What follows belongs to an exercise in optimizing a design on an open flow for small area, a short achievable clock period and few clock cycles per item; a production flow would make more cautious choices.
The RTL was checked by simulation tests, not by an equivalence proof against the original design.

==> flow/design.v (outline; a module is shown in full before it is edited, if it fits) <==
// module mdo_accum: 99 lines
// module mdo_mac16x32cs: 1084 lines
// module mdo_sqe16cs: 250 lines
// module mdo_roots: 118 lines
// module mdo_load_tables: 856 lines
// module minkowski_distance_orders: 122 lines
module minkowski_distance_orders #(
  parameter int unsigned MAX_LEN     = mdo_pkg::MAX_LEN_DEF,
  parameter int unsigned COORD_WIDTH = mdo_pkg::COORD_WIDTH_DEF
) (
  input  logic          clk,
  input  logic          rst,
  input  logic          s_tvalid,
  output logic          s_tready,
  input  logic [31:0]   s_tdata,    
  input  logic          s_tlast,    
  output logic          m_tvalid,
  input  logic          m_tready,
  output logic [111:0]  m_tdata,    
  output logic          m_tuser     
);
  // ...
==> flow/run.sh <==
#!/bin/bash
# synth_recipe.tcl (not shown) runs the flow's synth.tcl, then flattens the netlist and writes it again
# the make line also repeats each setting of config.mk as NAME=value (left out here)
make -C /OpenROAD-flow-scripts/flow DESIGN_CONFIG=/design/flow/config.mk WORK_HOME=/design/flow/orfs CLKGATE_MAP_FILE= SYNTH_SCRIPT=/design/flow/synth_recipe.tcl finish
==> flow/config.mk <==
export PLATFORM = sky130hd
export DESIGN_NAME = minkowski_distance_orders
export DESIGN_NICKNAME = minkowski_distance_orders
export VERILOG_FILES = /design/flow/design.v
export SDC_FILE = /design/flow/constraint.sdc
export NUM_CORES = 4
export LEC_CHECK = 0
export CAP_MARGIN = 20
export CORE_MARGIN = 2
export CORE_UTILIZATION = 40
export SETUP_SLACK_MARGIN = 5
export SLEW_MARGIN = 20
==> flow/constraint.sdc <==
create_clock -name core_clock -period 10.0 [get_ports {clk}]
set_input_delay 2.0000 -clock core_clock [delete_from_list [all_inputs] [get_ports {clk}]]
set_output_delay 2.0000 -clock core_clock [all_outputs]
set_load 0.01 [all_outputs]
==> results_dict.tcl, run 1 <==
set metrics [dict create \
    status "timing/DRC/antenna clean" \
    tightest_slew_ps 1180 \
    syn_area_um2 97300 \
    drt-initial-drc-count 5500 \
    yosysUniqueCellTypes 123 \
    start_kind "register" \
    synth_top_family_by_area "adder cells" \
    synthXorXnorAreaFrac_pct 4.40 \
    synth_common_cells "nand2_1, inv_1, fa_1" \
    avgSynthCellArea_um2 9.22 \
    multi_input_area_share_pct 56.8 \
    fin_skew_ps 58.7 \
    post_cts_buffers 7 \
    period_share_pct 49.2 \
    reg.largest.list "g_unit.u_roots.r3 (142), g_unit.u_roots.t3 (142), g_unit.u_roots.rc (96)" \
    timing.rr.start "u_accum.q3[22]" \
    place_ws_ps 4070 \
    critPathMaxFanout 18 \
    synth-simple-area-share_pct 17.8 \
    die_height_um 497 \
    slowest_delay_ps 870 \
    area_growth_syn_to_layout_pct 10.5 \
    criticalPathCategory "register to register" \
    final_cell_mix "nand2_1, inv_1, fa_1, a21oi_1, dfxtp_1" \
    routed-wl-met2_um 127000 \
    top_layer "met4" \
    grt_pass1_vias 76755 \
    use_met2_pct 36.0 \
    endpoint "u_accum.cs[22]" \
    setup_viol 0 \
    cts_inserted_buffers 150 \
    dp.cells 13526 \
    wl_um 270000 \
    vias_per_cell 5.46 \
    clk_pin_slew_worst_paths_ps 60 \
    synth_area_leader_cell "edfxtp_1" \
    fmax_ghz 0.203 \
    wire_per_inst_um 19.5 \
    worstHoldPathType "register to register" \
    ys_warn_count 9 \
]
Testbench counts, summed over its fixed seeds: cycles 6,610, items 384.
==> module mdo_roots, before the edit <==
module mdo_roots (
  input  logic                    clk,
  input  logic                    rst,
  input  logic                    load,        
  input  logic                    load_w,      
  input  logic [SUM_SQ_W-1:0]     sum_sq,      
  input  logic [SUM_CUBE_W-1:0]   sum_cube,    
  output logic                    last,        
  output logic [DIST_W-1:0]       euclid,
  output logic [DIST_W-1:0]       cubic
);
  localparam int unsigned LD    = 4;    
  localparam int unsigned STEPS = 36 - LD;
  logic        busy;
  logic [5:0]  k;
  logic [31:0] rs;           
  logic [36:0] r2;
  logic [35:0] y2;
  logic [38:0] r2s, t2, d2;
  logic        b2;
  logic [47:0] rc;
  logic [70:0] r3;
  logic [70:0] t3;           
  logic [34:0] y3;           
  logic [74:0] r3s, d3;
  logic        b3;
  logic [70:0] t3_0, t3_1;
  logic [1:0]  ly3;
  logic [5:0]  lr3;
  logic [6:0]  lt3;
  logic [9:0]  lt3_0, lt3_1;
  logic [2:0]  ly2;
  logic [3:0]  lr2;
  mdo_load_tables u_tab (
    .c_top (sum_cube[55:51]),
    .s_top (sum_sq[39:34]),
    .c_y   (ly3),
    .c_r   (lr3),
    .c_t   (lt3),
    .c_t0  (lt3_0),
    .c_t1  (lt3_1),
    .s_y   (ly2),
    .s_r   (lr2)
  );
  logic [8:0]  xa3;  logic [9:0]  da3;  logic ta3;  logic [7:0]  ra3;  logic [9:0]  ua3;
  logic [2:0]  ya3;
  logic [5:0]  xa2, da2;  logic ta2;  logic [4:0] ra2;
  logic [3:0]  ya2;
  assign xa3 = {lr3, sum_cube[50:48]};
  assign da3 = {1'b0, xa3} - {3'b0, lt3};
  assign ta3 = !da3[9];
  assign ra3 = ta3 ? da3[7:0] : xa3[7:0];
  assign ya3 = {ly3, ta3};
  assign ua3 = ta3 ? lt3_1 : lt3_0;
  assign xa2 = {lr2, sum_sq[33:32]};
  assign da2 = xa2 - {1'b0, ly2, 2'b01};
  assign ta2 = !da2[5] && (xa2 >= {1'b0, ly2, 2'b01});
  assign ra2 = ta2 ? da2[4:0] : xa2[4:0];
  assign ya2 = {ly2, ta2};
  assign last = busy && (k == 6'(STEPS - 1));
  assign r2s = {r2[36:0], rs[31:30]};
  assign t2  = {1'b0, y2[35:0], 2'b01};
  assign d2  = r2s - t2;
  assign b2  = !d2[38];
  assign r3s = {1'b0, r3, rc[47:45]};
  assign d3  = r3s - {4'b0, t3};
  assign b3  = !d3[74];
  logic [70:0] a0, b0, c0, s0, k0, a1, b1, c1, s1, k1;
  assign a0 = {t3[68:0], 2'b10};
  assign b0 = ~(71'({y3[34:0], 3'b011}));
  assign c0 = ~(71'({y3[34:0], 2'b00}));
  assign s0 = a0 ^ b0 ^ c0;
  assign k0 = (a0 & b0) | (a0 & c0) | (b0 & c0);
  assign t3_0 = s0 + {k0[69:0], 1'b0};
  assign a1 = {t3[68:0], 2'b00};
  assign b1 = 71'({y3[34:0], 5'b01111});
  assign c1 = 71'({y3[34:0], 2'b00});
  assign s1 = a1 ^ b1 ^ c1;
  assign k1 = (a1 & b1) | (a1 & c1) | (b1 & c1);
  assign t3_1 = s1 + {k1[69:0], 1'b0};
  assign euclid = y2;
  assign cubic  = {1'b0, y3};
  always_ff @(posedge clk) begin
    if (rst) begin
      busy <= 1'b0;
    end else if (load) begin
      busy <= 1'b1;
    end else if (last) begin
      busy <= 1'b0;
    end
  end
  always_ff @(posedge clk) begin
    if (load_w) begin
      k  <= '0;
      rs <= sum_sq[31:0];
      r2 <= 37'(ra2);
      rc <= sum_cube[47:0];
      r3 <= 71'(ra3);
      t3 <= 71'(ua3);
    end else begin
      k  <= k + 6'd1;
      rs <= {rs[29:0], 2'b00};
      r2 <= b2 ? d2[36:0] : r2s[36:0];
      rc <= {rc[44:0], 3'b000};
      r3 <= b3 ? d3[70:0] : r3s[70:0];
      t3 <= b3 ? t3_1 : t3_0;
    end
  end
  always_ff @(posedge clk) begin
    if (load) begin
      y2 <= 36'(ya2);
      y3 <= 35'(ya3);
    end else if (busy) begin
      y2 <= {y2[34:0], b2};
      y3 <= {y3[33:0], b3};
    end
  end
endmodule
==> module minkowski_distance_orders, before the edit <==
module minkowski_distance_orders #(
  parameter int unsigned MAX_LEN     = mdo_pkg::MAX_LEN_DEF,
  parameter int unsigned COORD_WIDTH = mdo_pkg::COORD_WIDTH_DEF
) (
  input  logic          clk,
  input  logic          rst,
  input  logic          s_tvalid,
  output logic          s_tready,
  input  logic [31:0]   s_tdata,    
  input  logic          s_tlast,    
  output logic          m_tvalid,
  input  logic          m_tready,
  output logic [111:0]  m_tdata,    
  output logic          m_tuser     
);
  logic                    move;         
  logic                    bfull;
  logic [SUM_ABS_W-1:0]    b_abs;
  logic [SUM_SQ_W-1:0]     b_sq;
  logic [SUM_CUBE_W-1:0]   b_cube;
  logic [COORD_W-1:0]      b_max;
  logic                    b_ovf;
  logic [SUM_ABS_W-1:0]    sum_abs;
  logic [SUM_SQ_W-1:0]     sum_sq;
  logic [SUM_CUBE_W-1:0]   sum_cube;
  logic [COORD_W-1:0]      max_abs;
  logic                    ovf;
  logic                    nin, nout;    
  logic                    out_take;
  logic [1:0]              take, busy, done, root_last;
  logic [1:0]              take_w;       
  logic [DIST_W-1:0]       euclid [0:1];
  logic [DIST_W-1:0]       cubic  [0:1];
  logic [SUM_ABS_W-1:0]    manhattan_dist [0:1];
  logic [CHEB_W-1:0]       chebyshev_dist [0:1];
  logic [1:0]              overflow;
  mdo_accum u_accum (
    .clk      (clk),
    .rst      (rst),
    .s_tvalid (s_tvalid),
    .s_tready (s_tready),
    .s_tdata  (s_tdata),
    .s_tlast  (s_tlast),
    .bfull    (bfull),
    .move     (move),
    .sum_abs  (sum_abs),
    .sum_sq   (sum_sq),
    .sum_cube (sum_cube),
    .max_abs  (max_abs),
    .ovf      (ovf)
  );
  always_ff @(posedge clk) begin
    if (move) begin
      b_abs  <= sum_abs;
      b_sq   <= sum_sq;
      b_cube <= sum_cube;
      b_max  <= max_abs;
      b_ovf  <= ovf;
    end
  end
  assign m_tvalid = nout ? done[1] : done[0];
  assign out_take = m_tvalid && m_tready;
  for (genvar j = 0; j < 2; j++) begin : g_unit
    assign take[j] = bfull && (nin == 1'(j)) &&
                     (!busy[j] || (out_take && nout == 1'(j)));
    assign take_w[j] = bfull && (nin == 1'(j)) &&
                       (!busy[j] || (done[j] && nout == 1'(j)));
    mdo_roots u_roots (
      .clk      (clk),
      .rst      (rst),
      .load     (take[j]),
      .load_w   (take_w[j]),
      .sum_sq   (b_sq),
      .sum_cube (b_cube),
      .last     (root_last[j]),
      .euclid   (euclid[j]),
      .cubic    (cubic[j])
    );
    always_ff @(posedge clk) begin
      if (rst) begin
        busy[j] <= 1'b0;
        done[j] <= 1'b0;
      end else begin
        if (take[j]) begin
          busy[j] <= 1'b1;
        end else if (out_take && nout == 1'(j)) begin
          busy[j] <= 1'b0;
        end
        if (root_last[j]) begin
          done[j] <= 1'b1;
        end else if (out_take && nout == 1'(j)) begin
          done[j] <= 1'b0;
        end
      end
    end
    always_ff @(posedge clk) begin
      if (take[j]) begin
        manhattan_dist[j] <= b_abs;
        chebyshev_dist[j] <= b_max;
        overflow[j]       <= b_ovf;
      end
    end
  end
  always_ff @(posedge clk) begin
    if (rst) begin
      bfull <= 1'b0;
      nin   <= 1'b0;
      nout  <= 1'b0;
    end else begin
      if (move) begin
        bfull <= 1'b1;
      end else if (|take) begin
        bfull <= 1'b0;
      end
      if (|take) nin <= !nin;
      if (out_take) nout <= !nout;
    end
  end
  assign m_tdata = nout ? {1'b0, chebyshev_dist[1], cubic[1], euclid[1], manhattan_dist[1]}
                        : {1'b0, chebyshev_dist[0], cubic[0], euclid[0], manhattan_dist[0]};
  assign m_tuser = nout ? overflow[1] : overflow[0];
endmodule
==> run 2: changes to the inputs <==
--- a/flow/design.v
+++ b/flow/design.v
@@ -1447,135 +1447,181 @@
 import mdo_pkg::*;
 module mdo_roots (
   input  logic                    clk,
   input  logic                    rst,
   input  logic                    load,        
   input  logic                    load_w,      
   input  logic [SUM_SQ_W-1:0]     sum_sq,      
   input  logic [SUM_CUBE_W-1:0]   sum_cube,    
+  input  logic [5:0]              i_r2,        
+  input  logic [4:0]              i_y2,        
+  input  logic [9:0]              i_r3,
+  input  logic [11:0]             i_t3,
+  input  logic [3:0]              i_y3,
   output logic                    last,        
   output logic [DIST_W-1:0]       euclid,
   output logic [DIST_W-1:0]       cubic
 );
-  localparam int unsigned LD    = 4;    
+  localparam int unsigned LD    = 5;    
   localparam int unsigned STEPS = 36 - LD;
   logic        busy;
   logic [5:0]  k;
-  logic [31:0] rs;           
+  logic [33:0] rs;           
   logic [36:0] r2;
   logic [35:0] y2;
   logic [38:0] r2s, t2, d2;
   logic        b2;
-  logic [47:0] rc;
+  logic [50:0] rc;
   logic [70:0] r3;
   logic [70:0] t3;           
-  logic [34:0] y3;           
+  logic [35:0] y3;
   logic [74:0] r3s, d3;
   logic        b3;
   logic [70:0] t3_0, t3_1;
-  logic [1:0]  ly3;
-  logic [5:0]  lr3;
-  logic [6:0]  lt3;
-  logic [9:0]  lt3_0, lt3_1;
-  logic [2:0]  ly2;
-  logic [3:0]  lr2;
-  mdo_load_tables u_tab (
-    .c_top (sum_cube[55:51]),
-    .s_top (sum_sq[39:34]),
-    .c_y   (ly3),
-    .c_r   (lr3),
-    .c_t   (lt3),
-    .c_t0  (lt3_0),
-    .c_t1  (lt3_1),
-    .s_y   (ly2),
-    .s_r   (lr2)
-  );
-  logic [8:0]  xa3;  logic [9:0]  da3;  logic ta3;  logic [7:0]  ra3;  logic [9:0]  ua3;
-  logic [2:0]  ya3;
-  logic [5:0]  xa2, da2;  logic ta2;  logic [4:0] ra2;
-  logic [3:0]  ya2;
-  assign xa3 = {lr3, sum_cube[50:48]};
-  assign da3 = {1'b0, xa3} - {3'b0, lt3};
-  assign ta3 = !da3[9];
-  assign ra3 = ta3 ? da3[7:0] : xa3[7:0];
-  assign ya3 = {ly3, ta3};
-  assign ua3 = ta3 ? lt3_1 : lt3_0;
-  assign xa2 = {lr2, sum_sq[33:32]};
-  assign da2 = xa2 - {1'b0, ly2, 2'b01};
-  assign ta2 = !da2[5] && (xa2 >= {1'b0, ly2, 2'b01});
-  assign ra2 = ta2 ? da2[4:0] : xa2[4:0];
-  assign ya2 = {ly2, ta2};
   assign last = busy && (k == 6'(STEPS - 1));
-  assign r2s = {r2[36:0], rs[31:30]};
+  assign r2s = {r2[36:0], rs[33:32]};
   assign t2  = {1'b0, y2[35:0], 2'b01};
   assign d2  = r2s - t2;
   assign b2  = !d2[38];
-  assign r3s = {1'b0, r3, rc[47:45]};
+  assign r3s = {1'b0, r3, rc[50:48]};
   assign d3  = r3s - {4'b0, t3};
   assign b3  = !d3[74];
   logic [70:0] a0, b0, c0, s0, k0, a1, b1, c1, s1, k1;
   assign a0 = {t3[68:0], 2'b10};
   assign b0 = ~(71'({y3[34:0], 3'b011}));
   assign c0 = ~(71'({y3[34:0], 2'b00}));
   assign s0 = a0 ^ b0 ^ c0;
   assign k0 = (a0 & b0) | (a0 & c0) | (b0 & c0);
   assign t3_0 = s0 + {k0[69:0], 1'b0};
   assign a1 = {t3[68:0], 2'b00};
   assign b1 = 71'({y3[34:0], 5'b01111});
   assign c1 = 71'({y3[34:0], 2'b00});
   assign s1 = a1 ^ b1 ^ c1;
   assign k1 = (a1 & b1) | (a1 & c1) | (b1 & c1);
   assign t3_1 = s1 + {k1[69:0], 1'b0};
   assign euclid = y2;
-  assign cubic  = {1'b0, y3};
+  assign cubic  = y3;
   always_ff @(posedge clk) begin
     if (rst) begin
       busy <= 1'b0;
     end else if (load) begin
       busy <= 1'b1;
     end else if (last) begin
       busy <= 1'b0;
     end
   end
   always_ff @(posedge clk) begin
     if (load_w) begin
       k  <= '0;
-      rs <= sum_sq[31:0];
-      r2 <= 37'(ra2);
-      rc <= sum_cube[47:0];
-      r3 <= 71'(ra3);
-      t3 <= 71'(ua3);
+      rs <= {sum_sq[29:0], 4'b0000};
+      r2 <= 37'(i_r2);
+      rc <= {sum_cube[44:0], 6'b000000};
+      r3 <= 71'(i_r3);
+      t3 <= 71'(i_t3);
     end else begin
       k  <= k + 6'd1;
-      rs <= {rs[29:0], 2'b00};
+      rs <= {rs[31:0], 2'b00};
       r2 <= b2 ? d2[36:0] : r2s[36:0];
-      rc <= {rc[44:0], 3'b000};
+      rc <= {rc[47:0], 3'b000};
       r3 <= b3 ? d3[70:0] : r3s[70:0];
       t3 <= b3 ? t3_1 : t3_0;
     end
   end
   always_ff @(posedge clk) begin
     if (load) begin
-      y2 <= 36'(ya2);
-      y3 <= 35'(ya3);
+      y2 <= 36'(i_y2);
+      y3 <= 36'(i_y3);
     end else if (busy) begin
       y2 <= {y2[34:0], b2};
-      y3 <= {y3[33:0], b3};
+      y3 <= {y3[34:0], b3};
     end
   end
 endmodule
+import mdo_pkg::*;
+module mdo_init (
+  input  logic [SUM_SQ_W-1:0]     sum_sq,
+  input  logic [SUM_CUBE_W-1:0]   sum_cube,
+  output logic [5:0]              i_r2,
+  output logic [4:0]              i_y2,
+  output logic [9:0]              i_r3,
+  output logic [11:0]             i_t3,
+  output logic [3:0]              i_y3
+);
+  logic [1:0]  ly3;
+  logic [5:0]  lr3;
+  logic [6:0]  lt3;
+  logic [9:0]  lt3_0, lt3_1;
+  logic [10:0] lk3;
+  logic [11:0] lu3 [0:3];
+  logic [2:0]  ly2;
+  logic [3:0]  lr2;
+  mdo_load_tables u_tab (
+    .c_top (sum_cube[55:51]),
+    .s_top (sum_sq[39:34]),
+    .c_y   (ly3),
+    .c_r   (lr3),
+    .c_t   (lt3),
+    .c_t0  (lt3_0),
+    .c_t1  (lt3_1),
+    .c_k1  (lk3),
+    .c_u0  (lu3[0]),
+    .c_u1  (lu3[1]),
+    .c_u2  (lu3[2]),
+    .c_u3  (lu3[3]),
+    .s_y   (ly2),
+    .s_r   (lr2)
+  );
+  logic [8:0]  xa3;  logic [9:0]  da3;  logic ta3;  logic [7:0]  ra3;
+  logic [2:0]  ya3;
+  logic [5:0]  xa2, da2;  logic ta2;  logic [4:0] ra2;
+  logic [3:0]  ya2;
+  logic [11:0] xb3;  logic [12:0] db3_0, db3_1;  logic tb3;  logic [9:0]  rb3;
+  logic [11:0] ub3;
+  logic [6:0]  xb2, db2;  logic tb2;  logic [5:0] rb2;
+  assign xa3 = {lr3, sum_cube[50:48]};
+  assign da3 = {1'b0, xa3} - {3'b0, lt3};
+  assign ta3 = !da3[9];
+  assign ra3 = ta3 ? da3[7:0] : xa3[7:0];
+  assign ya3 = {ly3, ta3};
+  assign xa2 = {lr2, sum_sq[33:32]};
+  assign da2 = xa2 - {1'b0, ly2, 2'b01};
+  assign ta2 = !da2[5] && (xa2 >= {1'b0, ly2, 2'b01});
+  assign ra2 = ta2 ? da2[4:0] : xa2[4:0];
+  assign ya2 = {ly2, ta2};
+  assign xb3   = {xa3, sum_cube[47:45]};
+  assign db3_0 = {1'b0, xb3} - 13'(lt3_0);
+  assign db3_1 = {1'b0, xb3} - 13'(lk3);
+  assign tb3 = ta3 ? !db3_1[12] : !db3_0[12];
+  assign rb3 = tb3 ? (ta3 ? db3_1[9:0] : db3_0[9:0])
+                   : (ta3 ? {da3[6:0], sum_cube[47:45]} : xb3[9:0]);
+  assign ub3   = lu3[{ta3, tb3}];
+  assign xb2 = {ra2, sum_sq[31:30]};
+  assign db2 = xb2 - {1'b0, ya2, 2'b01};
+  assign tb2 = !db2[6];
+  assign rb2 = tb2 ? db2[5:0] : xb2[5:0];
+  assign i_r2 = rb2;
+  assign i_y2 = {ya2, tb2};
+  assign i_r3 = rb3;
+  assign i_t3 = ub3;
+  assign i_y3 = {ya3, tb3};
+endmodule
 module mdo_load_tables (
   input  logic [4:0] c_top,    
   input  logic [5:0] s_top,    
   output logic [1:0] c_y,
   output logic [5:0] c_r,
   output logic [6:0] c_t,
   output logic [9:0] c_t0,     
   output logic [9:0] c_t1,     
+  output logic [10:0] c_k1,     
+  output logic [11:0] c_u0,     
+  output logic [11:0] c_u1,     
+  output logic [11:0] c_u2,     
+  output logic [11:0] c_u3,     
   output logic [2:0] s_y,
   output logic [3:0] s_r
 );
   assign c_y[0] =
       (c_top == 5'd1) |
       (c_top == 5'd2) |
       (c_top == 5'd3) |
       (c_top == 5'd4) |
@@ -2186,16 +2232,1021 @@
       (c_top == 5'd25) |
       (c_top == 5'd26);
   assign c_t1[9] =
       (c_top == 5'd27) |
       (c_top == 5'd28) |
       (c_top == 5'd29) |
       (c_top == 5'd30) |
       (c_top == 5'd31);
+  assign c_k1[0] =
+      (c_top == 5'd0) |
+      (c_top == 5'd1) |
+      (c_top == 5'd2) |
+      (c_top == 5'd3) |
+      (c_top == 5'd4) |
+      (c_top == 5'd5) |
+      (c_top == 5'd6) |
+      (c_top == 5'd7) |
+      (c_top == 5'd8) |
+      (c_top == 5'd9) |
+      (c_top == 5'd10) |
+      (c_top == 5'd11) |
+      (c_top == 5'd12) |
+      (c_top == 5'd13) |
+      (c_top == 5'd14) |
+      (c_top == 5'd15) |
+      (c_top == 5'd16) |
+      (c_top == 5'd17) |
+      (c_top == 5'd18) |
+      (c_top == 5'd19) |
+      (c_top == 5'd20) |
+      (c_top == 5'd21) |
+      (c_top == 5'd22) |
+      (c_top == 5'd23) |
+      (c_top == 5'd24) |
+      (c_top == 5'd25) |
+      (c_top == 5'd26) |
+      (c_top == 5'd27) |
+      (c_top == 5'd28) |
+      (c_top == 5'd29) |
+      (c_top == 5'd30) |
+      (c_top == 5'd31);
+  assign c_k1[1] =
+      (c_top == 5'd0) |
+      (c_top == 5'd1) |
+      (c_top == 5'd2) |
+      (c_top == 5'd3) |
+      (c_top == 5'd4) |
+      (c_top == 5'd5) |
+      (c_top == 5'd6) |
+      (c_top == 5'd7) |
+      (c_top == 5'd8) |
+      (c_top == 5'd9) |
+      (c_top == 5'd10) |
+      (c_top == 5'd11) |
+      (c_top == 5'd12) |
+      (c_top == 5'd13) |
+      (c_top == 5'd14) |
+      (c_top == 5'd15) |
+      (c_top == 5'd16) |
+      (c_top == 5'd17) |
+      (c_top == 5'd18) |
+      (c_top == 5'd19) |
+      (c_top == 5'd20) |
+      (c_top == 5'd21) |
+      (c_top == 5'd22) |
+      (c_top == 5'd23) |
+      (c_top == 5'd24) |
+      (c_top == 5'd25) |
+      (c_top == 5'd26) |
+      (c_top == 5'd27) |
+      (c_top == 5'd28) |
+      (c_top == 5'd29) |
+      (c_top == 5'd30) |
+      (c_top == 5'd31);
+  assign c_k1[2] =
+      (c_top == 5'd1) |
+      (c_top == 5'd2) |
+      (c_top == 5'd3) |
+      (c_top == 5'd4) |
+      (c_top == 5'd5) |
+      (c_top == 5'd6) |
+      (c_top == 5'd7) |
+      (c_top == 5'd27) |
+      (c_top == 5'd28) |
+      (c_top == 5'd29) |
+      (c_top == 5'd30) |
+      (c_top == 5'd31);
+  assign c_k1[3] =
+      (c_top == 5'd0) |
+      (c_top == 5'd27) |
+      (c_top == 5'd28) |
+      (c_top == 5'd29) |
+      (c_top == 5'd30) |
+      (c_top == 5'd31);
+  assign c_k1[4] =
+      (c_top == 5'd0) |
+      (c_top == 5'd1) |
+      (c_top == 5'd2) |
+      (c_top == 5'd3) |
+      (c_top == 5'd4) |
+      (c_top == 5'd5) |
+      (c_top == 5'd6) |
+      (c_top == 5'd7) |
+      (c_top == 5'd8) |
+      (c_top == 5'd9) |
+      (c_top == 5'd10) |
+      (c_top == 5'd11) |
+      (c_top == 5'd12) |
+      (c_top == 5'd13) |
+      (c_top == 5'd14) |
+      (c_top == 5'd15) |
+      (c_top == 5'd16) |
+      (c_top == 5'd17) |
+      (c_top == 5'd18) |
+      (c_top == 5'd19) |
+      (c_top == 5'd20) |
+      (c_top == 5'd21) |
+      (c_top == 5'd22) |
+      (c_top == 5'd23) |
+      (c_top == 5'd24) |
+      (c_top == 5'd25) |
+      (c_top == 5'd26);
+  assign c_k1[5] =
+      (c_top == 5'd8) |
+      (c_top == 5'd9) |
+      (c_top == 5'd10) |
+      (c_top == 5'd11) |
+      (c_top == 5'd12) |
+      (c_top == 5'd13) |
+      (c_top == 5'd14) |
+      (c_top == 5'd15) |
+      (c_top == 5'd16) |
+      (c_top == 5'd17) |
+      (c_top == 5'd18) |
+      (c_top == 5'd19) |
+      (c_top == 5'd20) |
+      (c_top == 5'd21) |
+      (c_top == 5'd22) |
+      (c_top == 5'd23) |
+      (c_top == 5'd24) |
+      (c_top == 5'd25) |
+      (c_top == 5'd26) |
+      (c_top == 5'd27) |
+      (c_top == 5'd28) |
+      (c_top == 5'd29) |
+      (c_top == 5'd30) |
+      (c_top == 5'd31);
+  assign c_k1[6] =
+      (c_top == 5'd27) |
+      (c_top == 5'd28) |
+      (c_top == 5'd29) |
+      (c_top == 5'd30) |
+      (c_top == 5'd31);
+  assign c_k1[7] = 1'b0;
+  assign c_k1[8] =
+      (c_top == 5'd1) |
+      (c_top == 5'd2) |
+      (c_top == 5'd3) |
+      (c_top == 5'd4) |
+      (c_top == 5'd5) |
+      (c_top == 5'd6) |
+      (c_top == 5'd7) |
+      (c_top == 5'd8) |
+      (c_top == 5'd9) |
+      (c_top == 5'd10) |
+      (c_top == 5'd11) |
+      (c_top == 5'd12) |
+      (c_top == 5'd13) |
+      (c_top == 5'd14) |
+      (c_top == 5'd15) |
+      (c_top == 5'd16) |
+      (c_top == 5'd17) |
+      (c_top == 5'd18) |
+      (c_top == 5'd19) |
+      (c_top == 5'd20) |
+      (c_top == 5'd21) |
+      (c_top == 5'd22) |
+      (c_top == 5'd23) |
+      (c_top == 5'd24) |
+      (c_top == 5'd25) |
+      (c_top == 5'd26);
+  assign c_k1[9] =
+      (c_top == 5'd8) |
+      (c_top == 5'd9) |
+      (c_top == 5'd10) |
+      (c_top == 5'd11) |
+      (c_top == 5'd12) |
+      (c_top == 5'd13) |
+      (c_top == 5'd14) |
+      (c_top == 5'd15) |
+      (c_top == 5'd16) |
+      (c_top == 5'd17) |
+      (c_top == 5'd18) |
+      (c_top == 5'd19) |
+      (c_top == 5'd20) |
+      (c_top == 5'd21) |
+      (c_top == 5'd22) |
+      (c_top == 5'd23) |
+      (c_top == 5'd24) |
+      (c_top == 5'd25) |
+      (c_top == 5'd26) |
+      (c_top == 5'd27) |
+      (c_top == 5'd28) |
+      (c_top == 5'd29) |
+      (c_top == 5'd30) |
+      (c_top == 5'd31);
+  assign c_k1[10] =
+      (c_top == 5'd27) |
+      (c_top == 5'd28) |
+      (c_top == 5'd29) |
+      (c_top == 5'd30) |
+      (c_top == 5'd31);
+  assign c_u0[0] =
+      (c_top == 5'd0) |
+      (c_top == 5'd1) |
+      (c_top == 5'd2) |
+      (c_top == 5'd3) |
+      (c_top == 5'd4) |
+      (c_top == 5'd5) |
+      (c_top == 5'd6) |
+      (c_top == 5'd7) |
+      (c_top == 5'd8) |
+      (c_top == 5'd9) |
+      (c_top == 5'd10) |
+      (c_top == 5'd11) |
+      (c_top == 5'd12) |
+      (c_top == 5'd13) |
+      (c_top == 5'd14) |
+      (c_top == 5'd15) |
+      (c_top == 5'd16) |
+      (c_top == 5'd17) |
+      (c_top == 5'd18) |
+      (c_top == 5'd19) |
+      (c_top == 5'd20) |
+      (c_top == 5'd21) |
+      (c_top == 5'd22) |
+      (c_top == 5'd23) |
+      (c_top == 5'd24) |
+      (c_top == 5'd25) |
+      (c_top == 5'd26) |
+      (c_top == 5'd27) |
+      (c_top == 5'd28) |
+      (c_top == 5'd29) |
+      (c_top == 5'd30) |
+      (c_top == 5'd31);
+  assign c_u0[1] = 1'b0;
+  assign c_u0[2] = 1'b0;
+  assign c_u0[3] =
+      (c_top == 5'd1) |
+      (c_top == 5'd2) |
+      (c_top == 5'd3) |
+      (c_top == 5'd4) |
+      (c_top == 5'd5) |
+      (c_top == 5'd6) |
+      (c_top == 5'd7) |
+      (c_top == 5'd27) |
+      (c_top == 5'd28) |
+      (c_top == 5'd29) |
+      (c_top == 5'd30) |
+      (c_top == 5'd31);
+  assign c_u0[4] =
+      (c_top == 5'd1) |
+      (c_top == 5'd2) |
+      (c_top == 5'd3) |
+      (c_top == 5'd4) |
+      (c_top == 5'd5) |
+      (c_top == 5'd6) |
+      (c_top == 5'd7) |
+      (c_top == 5'd8) |
+      (c_top == 5'd9) |
+      (c_top == 5'd10) |
+      (c_top == 5'd11) |
+      (c_top == 5'd12) |
+      (c_top == 5'd13) |
+      (c_top == 5'd14) |
+      (c_top == 5'd15) |
+      (c_top == 5'd16) |
+      (c_top == 5'd17) |
+      (c_top == 5'd18) |
+      (c_top == 5'd19) |
+      (c_top == 5'd20) |
+      (c_top == 5'd21) |
+      (c_top == 5'd22) |
+      (c_top == 5'd23) |
+      (c_top == 5'd24) |
+      (c_top == 5'd25) |
+      (c_top == 5'd26);
+  assign c_u0[5] =
+      (c_top == 5'd8) |
+      (c_top == 5'd9) |
+      (c_top == 5'd10) |
+      (c_top == 5'd11) |
+      (c_top == 5'd12) |
+      (c_top == 5'd13) |
+      (c_top == 5'd14) |
+      (c_top == 5'd15) |
+      (c_top == 5'd16) |
+      (c_top == 5'd17) |
+      (c_top == 5'd18) |
+      (c_top == 5'd19) |
+      (c_top == 5'd20) |
+      (c_top == 5'd21) |
+      (c_top == 5'd22) |
+      (c_top == 5'd23) |
+      (c_top == 5'd24) |
+      (c_top == 5'd25) |
+      (c_top == 5'd26);
+  assign c_u0[6] =
+      (c_top == 5'd1) |
+      (c_top == 5'd2) |
+      (c_top == 5'd3) |
+      (c_top == 5'd4) |
+      (c_top == 5'd5) |
+      (c_top == 5'd6) |
+      (c_top == 5'd7);
+  assign c_u0[7] =
+      (c_top == 5'd1) |
+      (c_top == 5'd2) |
+      (c_top == 5'd3) |
+      (c_top == 5'd4) |
+      (c_top == 5'd5) |
+      (c_top == 5'd6) |
+      (c_top == 5'd7);
+  assign c_u0[8] =
+      (c_top == 5'd8) |
+      (c_top == 5'd9) |
+      (c_top == 5'd10) |
+      (c_top == 5'd11) |
+      (c_top == 5'd12) |
+      (c_top == 5'd13) |
+      (c_top == 5'd14) |
+      (c_top == 5'd15) |
+      (c_top == 5'd16) |
+      (c_top == 5'd17) |
+      (c_top == 5'd18) |
+      (c_top == 5'd19) |
+      (c_top == 5'd20) |
+      (c_top == 5'd21) |
+      (c_top == 5'd22) |
+      (c_top == 5'd23) |
+      (c_top == 5'd24) |
+      (c_top == 5'd25) |
+      (c_top == 5'd26) |
+      (c_top == 5'd27) |
+      (c_top == 5'd28) |
+      (c_top == 5'd29) |
+      (c_top == 5'd30) |
+      (c_top == 5'd31);
+  assign c_u0[9] =
+      (c_top == 5'd8) |
+      (c_top == 5'd9) |
+      (c_top == 5'd10) |
+      (c_top == 5'd11) |
+      (c_top == 5'd12) |
+      (c_top == 5'd13) |
+      (c_top == 5'd14) |
+      (c_top == 5'd15) |
+      (c_top == 5'd16) |
+      (c_top == 5'd17) |
+      (c_top == 5'd18) |
+      (c_top == 5'd19) |
+      (c_top == 5'd20) |
+      (c_top == 5'd21) |
+      (c_top == 5'd22) |
+      (c_top == 5'd23) |
+      (c_top == 5'd24) |
+      (c_top == 5'd25) |
+      (c_top == 5'd26) |
+      (c_top == 5'd27) |
+      (c_top == 5'd28) |
+      (c_top == 5'd29) |
+      (c_top == 5'd30) |
+      (c_top == 5'd31);
+  assign c_u0[10] =
+      (c_top == 5'd27) |
+      (c_top == 5'd28) |
+      (c_top == 5'd29) |
+      (c_top == 5'd30) |
+      (c_top == 5'd31);
+  assign c_u0[11] = 1'b0;
+  assign c_u1[0] =
+      (c_top == 5'd0) |
+      (c_top == 5'd1) |
+      (c_top == 5'd2) |
+      (c_top == 5'd3) |
+      (c_top == 5'd4) |
+      (c_top == 5'd5) |
+      (c_top == 5'd6) |
+      (c_top == 5'd7) |
+      (c_top == 5'd8) |
+      (c_top == 5'd9) |
+      (c_top == 5'd10) |
+      (c_top == 5'd11) |
+      (c_top == 5'd12) |
+      (c_top == 5'd13) |
+      (c_top == 5'd14) |
+      (c_top == 5'd15) |
+      (c_top == 5'd16) |
+      (c_top == 5'd17) |
+      (c_top == 5'd18) |
+      (c_top == 5'd19) |
+      (c_top == 5'd20) |
+      (c_top == 5'd21) |
+      (c_top == 5'd22) |
+      (c_top == 5'd23) |
+      (c_top == 5'd24) |
+      (c_top == 5'd25) |
+      (c_top == 5'd26) |
+      (c_top == 5'd27) |
+      (c_top == 5'd28) |
+      (c_top == 5'd29) |
+      (c_top == 5'd30) |
+      (c_top == 5'd31);
+  assign c_u1[1] =
+      (c_top == 5'd0) |
+      (c_top == 5'd1) |
+      (c_top == 5'd2) |
+      (c_top == 5'd3) |
+      (c_top == 5'd4) |
+      (c_top == 5'd5) |
+      (c_top == 5'd6) |
+      (c_top == 5'd7) |
+      (c_top == 5'd8) |
+      (c_top == 5'd9) |
+      (c_top == 5'd10) |
+      (c_top == 5'd11) |
+      (c_top == 5'd12) |
+      (c_top == 5'd13) |
+      (c_top == 5'd14) |
+      (c_top == 5'd15) |
+      (c_top == 5'd16) |
+      (c_top == 5'd17) |
+      (c_top == 5'd18) |
+      (c_top == 5'd19) |
+      (c_top == 5'd20) |
+      (c_top == 5'd21) |
+      (c_top == 5'd22) |
+      (c_top == 5'd23) |
+      (c_top == 5'd24) |
+      (c_top == 5'd25) |
+      (c_top == 5'd26) |
+      (c_top == 5'd27) |
+      (c_top == 5'd28) |
+      (c_top == 5'd29) |
+      (c_top == 5'd30) |
+      (c_top == 5'd31);
+  assign c_u1[2] = 1'b0;
+  assign c_u1[3] =
+      (c_top == 5'd1) |
+      (c_top == 5'd2) |
+      (c_top == 5'd3) |
+      (c_top == 5'd4) |
+      (c_top == 5'd5) |
+      (c_top == 5'd6) |
+      (c_top == 5'd7) |
+      (c_top == 5'd27) |
+      (c_top == 5'd28) |
+      (c_top == 5'd29) |
+      (c_top == 5'd30) |
+      (c_top == 5'd31);
+  assign c_u1[4] =
+      (c_top == 5'd0) |
+      (c_top == 5'd27) |
+      (c_top == 5'd28) |
+      (c_top == 5'd29) |
+      (c_top == 5'd30) |
+      (c_top == 5'd31);
+  assign c_u1[5] =
+      (c_top == 5'd27) |
+      (c_top == 5'd28) |
+      (c_top == 5'd29) |
+      (c_top == 5'd30) |
+      (c_top == 5'd31);
+  assign c_u1[6] =
+      (c_top == 5'd1) |
+      (c_top == 5'd2) |
+      (c_top == 5'd3) |
+      (c_top == 5'd4) |
+      (c_top == 5'd5) |
+      (c_top == 5'd6) |
+      (c_top == 5'd7);
+  assign c_u1[7] = 1'b0;
+  assign c_u1[8] =
+      (c_top == 5'd1) |
+      (c_top == 5'd2) |
+      (c_top == 5'd3) |
+      (c_top == 5'd4) |
+      (c_top == 5'd5) |
+      (c_top == 5'd6) |
+      (c_top == 5'd7);
+  assign c_u1[9] = 1'b0;
+  assign c_u1[10] =
+      (c_top == 5'd8) |
+      (c_top == 5'd9) |
+      (c_top == 5'd10) |
+      (c_top == 5'd11) |
+      (c_top == 5'd12) |
+      (c_top == 5'd13) |
+      (c_top == 5'd14) |
+      (c_top == 5'd15) |
+      (c_top == 5'd16) |
+      (c_top == 5'd17) |
+      (c_top == 5'd18) |
+      (c_top == 5'd19) |
+      (c_top == 5'd20) |
+      (c_top == 5'd21) |
+      (c_top == 5'd22) |
+      (c_top == 5'd23) |
+      (c_top == 5'd24) |
+      (c_top == 5'd25) |
+      (c_top == 5'd26);
+  assign c_u1[11] =
+      (c_top == 5'd27) |
+      (c_top == 5'd28) |
+      (c_top == 5'd29) |
+      (c_top == 5'd30) |
+      (c_top == 5'd31);
+  assign c_u2[0] =
+      (c_top == 5'd0) |
+      (c_top == 5'd1) |
+      (c_top == 5'd2) |
+      (c_top == 5'd3) |
+      (c_top == 5'd4) |
+      (c_top == 5'd5) |
+      (c_top == 5'd6) |
+      (c_top == 5'd7) |
+      (c_top == 5'd8) |
+      (c_top == 5'd9) |
+      (c_top == 5'd10) |
+      (c_top == 5'd11) |
+      (c_top == 5'd12) |
+      (c_top == 5'd13) |
+      (c_top == 5'd14) |
+      (c_top == 5'd15) |
+      (c_top == 5'd16) |
+      (c_top == 5'd17) |
+      (c_top == 5'd18) |
+      (c_top == 5'd19) |
+      (c_top == 5'd20) |
+      (c_top == 5'd21) |
+      (c_top == 5'd22) |
+      (c_top == 5'd23) |
+      (c_top == 5'd24) |
+      (c_top == 5'd25) |
+      (c_top == 5'd26) |
+      (c_top == 5'd27) |
+      (c_top == 5'd28) |
+      (c_top == 5'd29) |
+      (c_top == 5'd30) |
+      (c_top == 5'd31);
+  assign c_u2[1] = 1'b0;
+  assign c_u2[2] =
+      (c_top == 5'd0) |
+      (c_top == 5'd1) |
+      (c_top == 5'd2) |
+      (c_top == 5'd3) |
+      (c_top == 5'd4) |
+      (c_top == 5'd5) |
+      (c_top == 5'd6) |
+      (c_top == 5'd7) |
+      (c_top == 5'd8) |
+      (c_top == 5'd9) |
+      (c_top == 5'd10) |
+      (c_top == 5'd11) |
+      (c_top == 5'd12) |
+      (c_top == 5'd13) |
+      (c_top == 5'd14) |
+      (c_top == 5'd15) |
+      (c_top == 5'd16) |
+      (c_top == 5'd17) |
+      (c_top == 5'd18) |
+      (c_top == 5'd19) |
+      (c_top == 5'd20) |
+      (c_top == 5'd21) |
+      (c_top == 5'd22) |
+      (c_top == 5'd23) |
+      (c_top == 5'd24) |
+      (c_top == 5'd25) |
+      (c_top == 5'd26) |
+      (c_top == 5'd27) |
+      (c_top == 5'd28) |
+      (c_top == 5'd29) |
+      (c_top == 5'd30) |
+      (c_top == 5'd31);
+  assign c_u2[3] =
+      (c_top == 5'd0) |
+      (c_top == 5'd8) |
+      (c_top == 5'd9) |
+      (c_top == 5'd10) |
+      (c_top == 5'd11) |
+      (c_top == 5'd12) |
+      (c_top == 5'd13) |
+      (c_top == 5'd14) |
+      (c_top == 5'd15) |
+      (c_top == 5'd16) |
+      (c_top == 5'd17) |
+      (c_top == 5'd18) |
+      (c_top == 5'd19) |
+      (c_top == 5'd20) |
+      (c_top == 5'd21) |
+      (c_top == 5'd22) |
+      (c_top == 5'd23) |
+      (c_top == 5'd24) |
+      (c_top == 5'd25) |
+      (c_top == 5'd26);
+  assign c_u2[4] =
+      (c_top == 5'd0) |
+      (c_top == 5'd1) |
+      (c_top == 5'd2) |
+      (c_top == 5'd3) |
+      (c_top == 5'd4) |
+      (c_top == 5'd5) |
+      (c_top == 5'd6) |
+      (c_top == 5'd7);
+  assign c_u2[5] =
+      (c_top == 5'd0) |
+      (c_top == 5'd8) |
+      (c_top == 5'd9) |
+      (c_top == 5'd10) |
+      (c_top == 5'd11) |
+      (c_top == 5'd12) |
+      (c_top == 5'd13) |
+      (c_top == 5'd14) |
+      (c_top == 5'd15) |
+      (c_top == 5'd16) |
+      (c_top == 5'd17) |
+      (c_top == 5'd18) |
+      (c_top == 5'd19) |
+      (c_top == 5'd20) |
+      (c_top == 5'd21) |
+      (c_top == 5'd22) |
+      (c_top == 5'd23) |
+      (c_top == 5'd24) |
+      (c_top == 5'd25) |
+      (c_top == 5'd26);
+  assign c_u2[6] =
+      (c_top == 5'd1) |
+      (c_top == 5'd2) |
+      (c_top == 5'd3) |
+      (c_top == 5'd4) |
+      (c_top == 5'd5) |
+      (c_top == 5'd6) |
+      (c_top == 5'd7) |
+      (c_top == 5'd8) |
+      (c_top == 5'd9) |
+      (c_top == 5'd10) |
+      (c_top == 5'd11) |
+      (c_top == 5'd12) |
+      (c_top == 5'd13) |
+      (c_top == 5'd14) |
+      (c_top == 5'd15) |
+      (c_top == 5'd16) |
+      (c_top == 5'd17) |
+      (c_top == 5'd18) |
+      (c_top == 5'd19) |
+      (c_top == 5'd20) |
+      (c_top == 5'd21) |
+      (c_top == 5'd22) |
+      (c_top == 5'd23) |
+      (c_top == 5'd24) |
+      (c_top == 5'd25) |
+      (c_top == 5'd26);
+  assign c_u2[7] =
+      (c_top == 5'd1) |
+      (c_top == 5'd2) |
+      (c_top == 5'd3) |
+      (c_top == 5'd4) |
+      (c_top == 5'd5) |
+      (c_top == 5'd6) |
+      (c_top == 5'd7) |
+      (c_top == 5'd8) |
+      (c_top == 5'd9) |
+      (c_top == 5'd10) |
+      (c_top == 5'd11) |
+      (c_top == 5'd12) |
+      (c_top == 5'd13) |
+      (c_top == 5'd14) |
+      (c_top == 5'd15) |
+      (c_top == 5'd16) |
+      (c_top == 5'd17) |
+      (c_top == 5'd18) |
+      (c_top == 5'd19) |
+      (c_top == 5'd20) |
+      (c_top == 5'd21) |
+      (c_top == 5'd22) |
+      (c_top == 5'd23) |
+      (c_top == 5'd24) |
+      (c_top == 5'd25) |
+      (c_top == 5'd26) |
+      (c_top == 5'd27) |
+      (c_top == 5'd28) |
+      (c_top == 5'd29) |
+      (c_top == 5'd30) |
+      (c_top == 5'd31);
+  assign c_u2[8] =
+      (c_top == 5'd1) |
+      (c_top == 5'd2) |
+      (c_top == 5'd3) |
+      (c_top == 5'd4) |
+      (c_top == 5'd5) |
+      (c_top == 5'd6) |
+      (c_top == 5'd7) |
+      (c_top == 5'd27) |
+      (c_top == 5'd28) |
+      (c_top == 5'd29) |
+      (c_top == 5'd30) |
+      (c_top == 5'd31);
+  assign c_u2[9] = 1'b0;
+  assign c_u2[10] =
+      (c_top == 5'd8) |
+      (c_top == 5'd9) |
+      (c_top == 5'd10) |
+      (c_top == 5'd11) |
+      (c_top == 5'd12) |
+      (c_top == 5'd13) |
+      (c_top == 5'd14) |
+      (c_top == 5'd15) |
+      (c_top == 5'd16) |
+      (c_top == 5'd17) |
+      (c_top == 5'd18) |
+      (c_top == 5'd19) |
+      (c_top == 5'd20) |
+      (c_top == 5'd21) |
+      (c_top == 5'd22) |
+      (c_top == 5'd23) |
+      (c_top == 5'd24) |
+      (c_top == 5'd25) |
+      (c_top == 5'd26);
+  assign c_u2[11] =
+      (c_top == 5'd27) |
+      (c_top == 5'd28) |
+      (c_top == 5'd29) |
+      (c_top == 5'd30) |
+      (c_top == 5'd31);
+  assign c_u3[0] =
+      (c_top == 5'd0) |
+      (c_top == 5'd1) |
+      (c_top == 5'd2) |
+      (c_top == 5'd3) |
+      (c_top == 5'd4) |
+      (c_top == 5'd5) |
+      (c_top == 5'd6) |
+      (c_top == 5'd7) |
+      (c_top == 5'd8) |
+      (c_top == 5'd9) |
+      (c_top == 5'd10) |
+      (c_top == 5'd11) |
+      (c_top == 5'd12) |
+      (c_top == 5'd13) |
+      (c_top == 5'd14) |
+      (c_top == 5'd15) |
+      (c_top == 5'd16) |
+      (c_top == 5'd17) |
+      (c_top == 5'd18) |
+      (c_top == 5'd19) |
+      (c_top == 5'd20) |
+      (c_top == 5'd21) |
+      (c_top == 5'd22) |
+      (c_top == 5'd23) |
+      (c_top == 5'd24) |
+      (c_top == 5'd25) |
+      (c_top == 5'd26) |
+      (c_top == 5'd27) |
+      (c_top == 5'd28) |
+      (c_top == 5'd29) |
+      (c_top == 5'd30) |
+      (c_top == 5'd31);
+  assign c_u3[1] =
+      (c_top == 5'd0) |
+      (c_top == 5'd1) |
+      (c_top == 5'd2) |
+      (c_top == 5'd3) |
+      (c_top == 5'd4) |
+      (c_top == 5'd5) |
+      (c_top == 5'd6) |
+      (c_top == 5'd7) |
+      (c_top == 5'd8) |
+      (c_top == 5'd9) |
+      (c_top == 5'd10) |
+      (c_top == 5'd11) |
+      (c_top == 5'd12) |
+      (c_top == 5'd13) |
+      (c_top == 5'd14) |
+      (c_top == 5'd15) |
+      (c_top == 5'd16) |
+      (c_top == 5'd17) |
+      (c_top == 5'd18) |
+      (c_top == 5'd19) |
+      (c_top == 5'd20) |
+      (c_top == 5'd21) |
+      (c_top == 5'd22) |
+      (c_top == 5'd23) |
+      (c_top == 5'd24) |
+      (c_top == 5'd25) |
+      (c_top == 5'd26) |
+      (c_top == 5'd27) |
+      (c_top == 5'd28) |
+      (c_top == 5'd29) |
+      (c_top == 5'd30) |
+      (c_top == 5'd31);
+  assign c_u3[2] =
+      (c_top == 5'd0) |
+      (c_top == 5'd1) |
+      (c_top == 5'd2) |
+      (c_top == 5'd3) |
+      (c_top == 5'd4) |
+      (c_top == 5'd5) |
+      (c_top == 5'd6) |
+      (c_top == 5'd7) |
+      (c_top == 5'd8) |
+      (c_top == 5'd9) |
+      (c_top == 5'd10) |
+      (c_top == 5'd11) |
+      (c_top == 5'd12) |
+      (c_top == 5'd13) |
+      (c_top == 5'd14) |
+      (c_top == 5'd15) |
+      (c_top == 5'd16) |
+      (c_top == 5'd17) |
+      (c_top == 5'd18) |
+      (c_top == 5'd19) |
+      (c_top == 5'd20) |
+      (c_top == 5'd21) |
+      (c_top == 5'd22) |
+      (c_top == 5'd23) |
+      (c_top == 5'd24) |
+      (c_top == 5'd25) |
+      (c_top == 5'd26) |
+      (c_top == 5'd27) |
+      (c_top == 5'd28) |
+      (c_top == 5'd29) |
+      (c_top == 5'd30) |
+      (c_top == 5'd31);
+  assign c_u3[3] =
+      (c_top == 5'd0) |
+      (c_top == 5'd8) |
+      (c_top == 5'd9) |
+      (c_top == 5'd10) |
+      (c_top == 5'd11) |
+      (c_top == 5'd12) |
+      (c_top == 5'd13) |
+      (c_top == 5'd14) |
+      (c_top == 5'd15) |
+      (c_top == 5'd16) |
+      (c_top == 5'd17) |
+      (c_top == 5'd18) |
+      (c_top == 5'd19) |
+      (c_top == 5'd20) |
+      (c_top == 5'd21) |
+      (c_top == 5'd22) |
+      (c_top == 5'd23) |
+      (c_top == 5'd24) |
+      (c_top == 5'd25) |
+      (c_top == 5'd26);
+  assign c_u3[4] =
+      (c_top == 5'd0) |
+      (c_top == 5'd1) |
+      (c_top == 5'd2) |
+      (c_top == 5'd3) |
+      (c_top == 5'd4) |
+      (c_top == 5'd5) |
+      (c_top == 5'd6) |
+      (c_top == 5'd7);
+  assign c_u3[5] =
+      (c_top == 5'd0) |
+      (c_top == 5'd1) |
+      (c_top == 5'd2) |
+      (c_top == 5'd3) |
+      (c_top == 5'd4) |
+      (c_top == 5'd5) |
+      (c_top == 5'd6) |
+      (c_top == 5'd7) |
+      (c_top == 5'd8) |
+      (c_top == 5'd9) |
+      (c_top == 5'd10) |
+      (c_top == 5'd11) |
+      (c_top == 5'd12) |
+      (c_top == 5'd13) |
+      (c_top == 5'd14) |
+      (c_top == 5'd15) |
+      (c_top == 5'd16) |
+      (c_top == 5'd17) |
+      (c_top == 5'd18) |
+      (c_top == 5'd19) |
+      (c_top == 5'd20) |
+      (c_top == 5'd21) |
+      (c_top == 5'd22) |
+      (c_top == 5'd23) |
+      (c_top == 5'd24) |
+      (c_top == 5'd25) |
+      (c_top == 5'd26) |
+      (c_top == 5'd27) |
+      (c_top == 5'd28) |
+      (c_top == 5'd29) |
+      (c_top == 5'd30) |
+      (c_top == 5'd31);
+  assign c_u3[6] =
+      (c_top == 5'd0) |
+      (c_top == 5'd1) |
+      (c_top == 5'd2) |
+      (c_top == 5'd3) |
+      (c_top == 5'd4) |
+      (c_top == 5'd5) |
+      (c_top == 5'd6) |
+      (c_top == 5'd7) |
+      (c_top == 5'd8) |
+      (c_top == 5'd9) |
+      (c_top == 5'd10) |
+      (c_top == 5'd11) |
+      (c_top == 5'd12) |
+      (c_top == 5'd13) |
+      (c_top == 5'd14) |
+      (c_top == 5'd15) |
+      (c_top == 5'd16) |
+      (c_top == 5'd17) |
+      (c_top == 5'd18) |
+      (c_top == 5'd19) |
+      (c_top == 5'd20) |
+      (c_top == 5'd21) |
+      (c_top == 5'd22) |
+      (c_top == 5'd23) |
+      (c_top == 5'd24) |
+      (c_top == 5'd25) |
+      (c_top == 5'd26) |
+      (c_top == 5'd27) |
+      (c_top == 5'd28) |
+      (c_top == 5'd29) |
+      (c_top == 5'd30) |
+      (c_top == 5'd31);
+  assign c_u3[7] =
+      (c_top == 5'd8) |
+      (c_top == 5'd9) |
+      (c_top == 5'd10) |
+      (c_top == 5'd11) |
+      (c_top == 5'd12) |
+      (c_top == 5'd13) |
+      (c_top == 5'd14) |
+      (c_top == 5'd15) |
+      (c_top == 5'd16) |
+      (c_top == 5'd17) |
+      (c_top == 5'd18) |
+      (c_top == 5'd19) |
+      (c_top == 5'd20) |
+      (c_top == 5'd21) |
+      (c_top == 5'd22) |
+      (c_top == 5'd23) |
+      (c_top == 5'd24) |
+      (c_top == 5'd25) |
+      (c_top == 5'd26) |
+      (c_top == 5'd27) |
+      (c_top == 5'd28) |
+      (c_top == 5'd29) |
+      (c_top == 5'd30) |
+      (c_top == 5'd31);
+  assign c_u3[8] =
+      (c_top == 5'd8) |
+      (c_top == 5'd9) |
+      (c_top == 5'd10) |
+      (c_top == 5'd11) |
+      (c_top == 5'd12) |
+      (c_top == 5'd13) |
+      (c_top == 5'd14) |
+      (c_top == 5'd15) |
+      (c_top == 5'd16) |
+      (c_top == 5'd17) |
+      (c_top == 5'd18) |
+      (c_top == 5'd19) |
+      (c_top == 5'd20) |
+      (c_top == 5'd21) |
+      (c_top == 5'd22) |
+      (c_top == 5'd23) |
+      (c_top == 5'd24) |
+      (c_top == 5'd25) |
+      (c_top == 5'd26);
+  assign c_u3[9] =
+      (c_top == 5'd1) |
+      (c_top == 5'd2) |
+      (c_top == 5'd3) |
+      (c_top == 5'd4) |
+      (c_top == 5'd5) |
+      (c_top == 5'd6) |
+      (c_top == 5'd7) |
+      (c_top == 5'd27) |
+      (c_top == 5'd28) |
+      (c_top == 5'd29) |
+      (c_top == 5'd30) |
+      (c_top == 5'd31);
+  assign c_u3[10] =
+      (c_top == 5'd8) |
+      (c_top == 5'd9) |
+      (c_top == 5'd10) |
+      (c_top == 5'd11) |
+      (c_top == 5'd12) |
+      (c_top == 5'd13) |
+      (c_top == 5'd14) |
+      (c_top == 5'd15) |
+      (c_top == 5'd16) |
+      (c_top == 5'd17) |
+      (c_top == 5'd18) |
+      (c_top == 5'd19) |
+      (c_top == 5'd20) |
+      (c_top == 5'd21) |
+      (c_top == 5'd22) |
+      (c_top == 5'd23) |
+      (c_top == 5'd24) |
+      (c_top == 5'd25) |
+      (c_top == 5'd26);
+  assign c_u3[11] =
+      (c_top == 5'd27) |
+      (c_top == 5'd28) |
+      (c_top == 5'd29) |
+      (c_top == 5'd30) |
+      (c_top == 5'd31);
   assign s_y[0] =
       (s_top == 6'd1) |
       (s_top == 6'd2) |
       (s_top == 6'd3) |
       (s_top == 6'd9) |
       (s_top == 6'd10) |
       (s_top == 6'd11) |
       (s_top == 6'd12) |
@@ -2475,30 +3526,49 @@
     if (move) begin
       b_abs  <= sum_abs;
       b_sq   <= sum_sq;
       b_cube <= sum_cube;
       b_max  <= max_abs;
       b_ovf  <= ovf;
     end
   end
+  logic [5:0]  i_r2;
+  logic [4:0]  i_y2;
+  logic [9:0]  i_r3;
+  logic [11:0] i_t3;
+  logic [3:0]  i_y3;
+  mdo_init u_init (
+    .sum_sq   (b_sq),
+    .sum_cube (b_cube),
+    .i_r2     (i_r2),
+    .i_y2     (i_y2),
+    .i_r3     (i_r3),
+    .i_t3     (i_t3),
+    .i_y3     (i_y3)
+  );
   assign m_tvalid = nout ? done[1] : done[0];
   assign out_take = m_tvalid && m_tready;
   for (genvar j = 0; j < 2; j++) begin : g_unit
     assign take[j] = bfull && (nin == 1'(j)) &&
                      (!busy[j] || (out_take && nout == 1'(j)));
     assign take_w[j] = bfull && (nin == 1'(j)) &&
                        (!busy[j] || (done[j] && nout == 1'(j)));
     mdo_roots u_roots (
       .clk      (clk),
       .rst      (rst),
       .load     (take[j]),
       .load_w   (take_w[j]),
       .sum_sq   (b_sq),
       .sum_cube (b_cube),
+      .i_r2     (i_r2),
+      .i_y2     (i_y2),
+      .i_r3     (i_r3),
+      .i_t3     (i_t3),
+      .i_y3     (i_y3),
       .last     (root_last[j]),
       .euclid   (euclid[j]),
       .cubic    (cubic[j])
     );
     always_ff @(posedge clk) begin
       if (rst) begin
         busy[j] <= 1'b0;
         done[j] <= 1'b0;
==> run 2 against run 1 <==
  * Still clean
  * Sequential share of layout area hardly changed
  * Synthesized cell count about the same
  * Wire length grew 0.49%
  * Cell area down 0.34%
  * Core utilization grew 0.13 points
  * Critical path depth shrank 8
  * Hold slack got worse by 22 ps
  * Fmax down 0.56%
  * Setup slack worse by 28 ps
==> results_dict.tcl, run 2 <==
set metrics [dict create \
    antenna_found_initial 2 \
    yosysUniqueCellTypes 103 \
    maxSlewHeadroom_pct 23.1 \
    criticalPathCategory "register to output port" \
    drt-initial-drc-count 5641 \
    synth_area_leader_cell "edfxtp_1" \
    clkLatencyLatePin_ps 820 \
    grt_first_pass_wirelength_um 432000 \
    grt_pass1_vias 77557 \
    cts_sinks 1242 \
    layout_commonest_cell "nand2_1" \
    avgSynthCellArea_um2 9.21 \
    post-route-min-period_ps 4950 \
    rows 180 \
    start_util_pct 40.3 \
    yosysMostFrequentCell "nand2_1" \
    rsz0062_at_grt "true" \
    die_x_um 497 \
    worstHoldPathType "register to register" \
    use_met2_pct 36.4 \
    cp.required_ps 8000 \
    grtUsageMet1_pct 29.7 \
    fin_nets 11945 \
    async_flop_share_pct 0 \
    grt_max_degree 181 \
    cts_tree "built" \
    hold_viol 0 \
    grt.overflow.total 0 \
    top_usage_layer "met2" \
    vias 75750 \
    ys_ff_latch 1242 \
    worstPathArrival_ps 2950 \
    use_met3_pct 2.69 \
    ios 152 \
    drc 0 \
    endpoint_kind "output port" \
    ys_warn_count 11 \
    hpwl_um 196000 \
    dr.pass1.iters 8 \
    syn_inst 10545 \
    die_height_um 497 \
    clk_pin_slew_worst_paths_ps 50 \
    design.core.area_um2 241000 \
    wire_per_inst_um 19.6 \
    clock_path_buffers 3 \
    fin_tns_setup_ps 0 \
    ff2ff_setup_slack_ps 5110 \
    tightest_slew_ps 1120 \
    worst-r2r-cell-count 11 \
    place.gp.congestion 0.954 \
    vias_per_cell 5.47 \
    cap_viol_max_count 0 \
    reg.largest.list "g_unit.u_roots.r3 (142), g_unit.u_roots.t3 (142), g_unit.u_roots.rc (90)" \
    holdPathStages 2 \
    cts.htree.levels 4 \
    period_share_pct 49.5 \
    grt_use_total_pct 21.9 \
    ant_nets 0 \
    cts-root-buf "clkbuf_16" \
    ys_seq_area_share_pct 31.6 \
    area_growth_syn_to_layout_pct 10.4 \
    fmax_ghz 0.202 \
    status "timing/DRC/antenna clean" \
    report.final.slew_viol_count 0 \
    die_area_um2 247000 \
    wl_um 272000 \
    final_cell_mix "nand2_1, inv_1, fa_1, a21oi_1, dfxtp_1" \
    synthDominantCellAreaShare_pct 18.0 \
    numPortBuffers 150 \
    syn_area_um2 97100 \
    critPathMaxFanout 76 \
    final_layout_size_suffix_gt1_share_pct 4.71 \
    ctsHoldBuffers 0 \
    fillers 23011 \
    fin_skew_ps 56.4 \
    cts_inserted_buffers 148 \
    synth_edf_count 582 \
    start_kind "register" \
    synth_ff_type "dfxtp_1" \
    synth_common_cells "nand2_1, inv_1, fa_1" \
    setup_viol 0 \
    synthTopCellsByArea "edfxtp_1, fa_1, dfxtp_1" \
]
run 2: cell count changes in the layout (fill, tap and decap cells not counted), sizes merged, moves of 14 or more:
cell    change
nor3       -46
ha         +22
inv        +39
nand2      +19
nor4       -20
and3       -14
a21oi      +19
nand2b     -49
nand3      +37
xnor2      +45
run 2: metal layers:
layer	part of all wire (%)	up-vias
met1	45	37254
met4	3.2	2
li1	-	35908
met5	0.0055	-
met3	5.3	489
met2	47	2097
run 2: critical path, stage by stage (launching register included):
cell and delay, ps:
dfxtp_4 450, buf_16 260, o21ai_0 690, clkdlybuf4s50_1 690
run 2: cells by family (layout without fill, tap and decap cells):
group | Yosys count | in the layout | share of synthesized area [%]
simple gates | 3414 | 3416 | 16.9
flops | 1242 | 1242 | 31.6
compound gates | 2224 | 2224 | 14.5
buf+inv | 1490 | 1592 | 5.87
fa+ha+maj | 1377 | 1377 | 23.5
other cells | 2 | 12 | 0.00773
mux | 261 | 261 | 2.76
xor+xnor | 535 | 535 | 4.83
run 2: through the flow:
step                setup slack [ps]  instance area (um2)  instances  util, %  hold WS (ps)
floorplan                        521                97100      10550        -           399
global placement                4220               102000      13534     42.2           402
detailed placement              4280               102000      13535     42.2           405
CTS                             4930               107000      13811     44.3           390
global route                    4890               107000      13841     44.5           419
finish                          5050               107000      13844     44.5           390
run 2: final timing paths:
check                                              start                       end
worst max register to register            u_accum.q3[17]            u_accum.cs[17]
worst min-delay path            g_unit[1].u_roots.rc[23]  g_unit[1].u_roots.rc[26]
worst min register to register  g_unit[1].u_roots.rc[23]  g_unit[1].u_roots.rc[26]
worst max-delay path                                nout               m_tdata[93]
run 2: timing repair:
item	in CTS	in global routing
resized for setup	28	45
buffers inserted	2	28
endpoints found under the setup margin	131	154
pin swaps	1	9
cloned	2	0
run 2: area by class of cell:
class	count	area, um2	share of cell area [%]
multi-input cells	7820	61000	56.9
diodes	5	12.5	0.0117
clock inverters	75	986	0.920
repair buffers	257	2440	2.28
well taps	3185	3990	3.72
clock buffers	197	4040	3.77
inverters	1063	4010	3.74
flip-flops and latches	1242	30700	28.6
Testbench counts of run 2, summed over its fixed seeds: cycles 6,436, items 384.

-- re-timing with driven ports --
The results above use ideal ports. As a check the final layouts listed here were re-extracted and re-timed, cells and wires unchanged.
Step 1 sets driving cells, clkbuf_16 on the clock port and buf_2 on the other inputs (assumed; they add their load-dependent delay and slew).
Step 2 also shifts input and output timing later by t, the mid clock arrival at the registers, as if the neighbouring blocks saw the same clock.
a / b / c = no drivers / after step 1 / after step 2; a / b = the first two.
run | shift t [ns] | setup WS [ns] | pins driven straight from the clock port
run 1 | 0.905 | 5.077 / 4.989 / 4.289 | 1
run 2 | 0.893 | 5.050 / 4.951 / 4.464 | 1
After both steps every run listed still meets setup and hold. For run 1, which loses most, drivers alone change the setup slack by -0.088 ns; drivers and shift together by -0.788 ns.
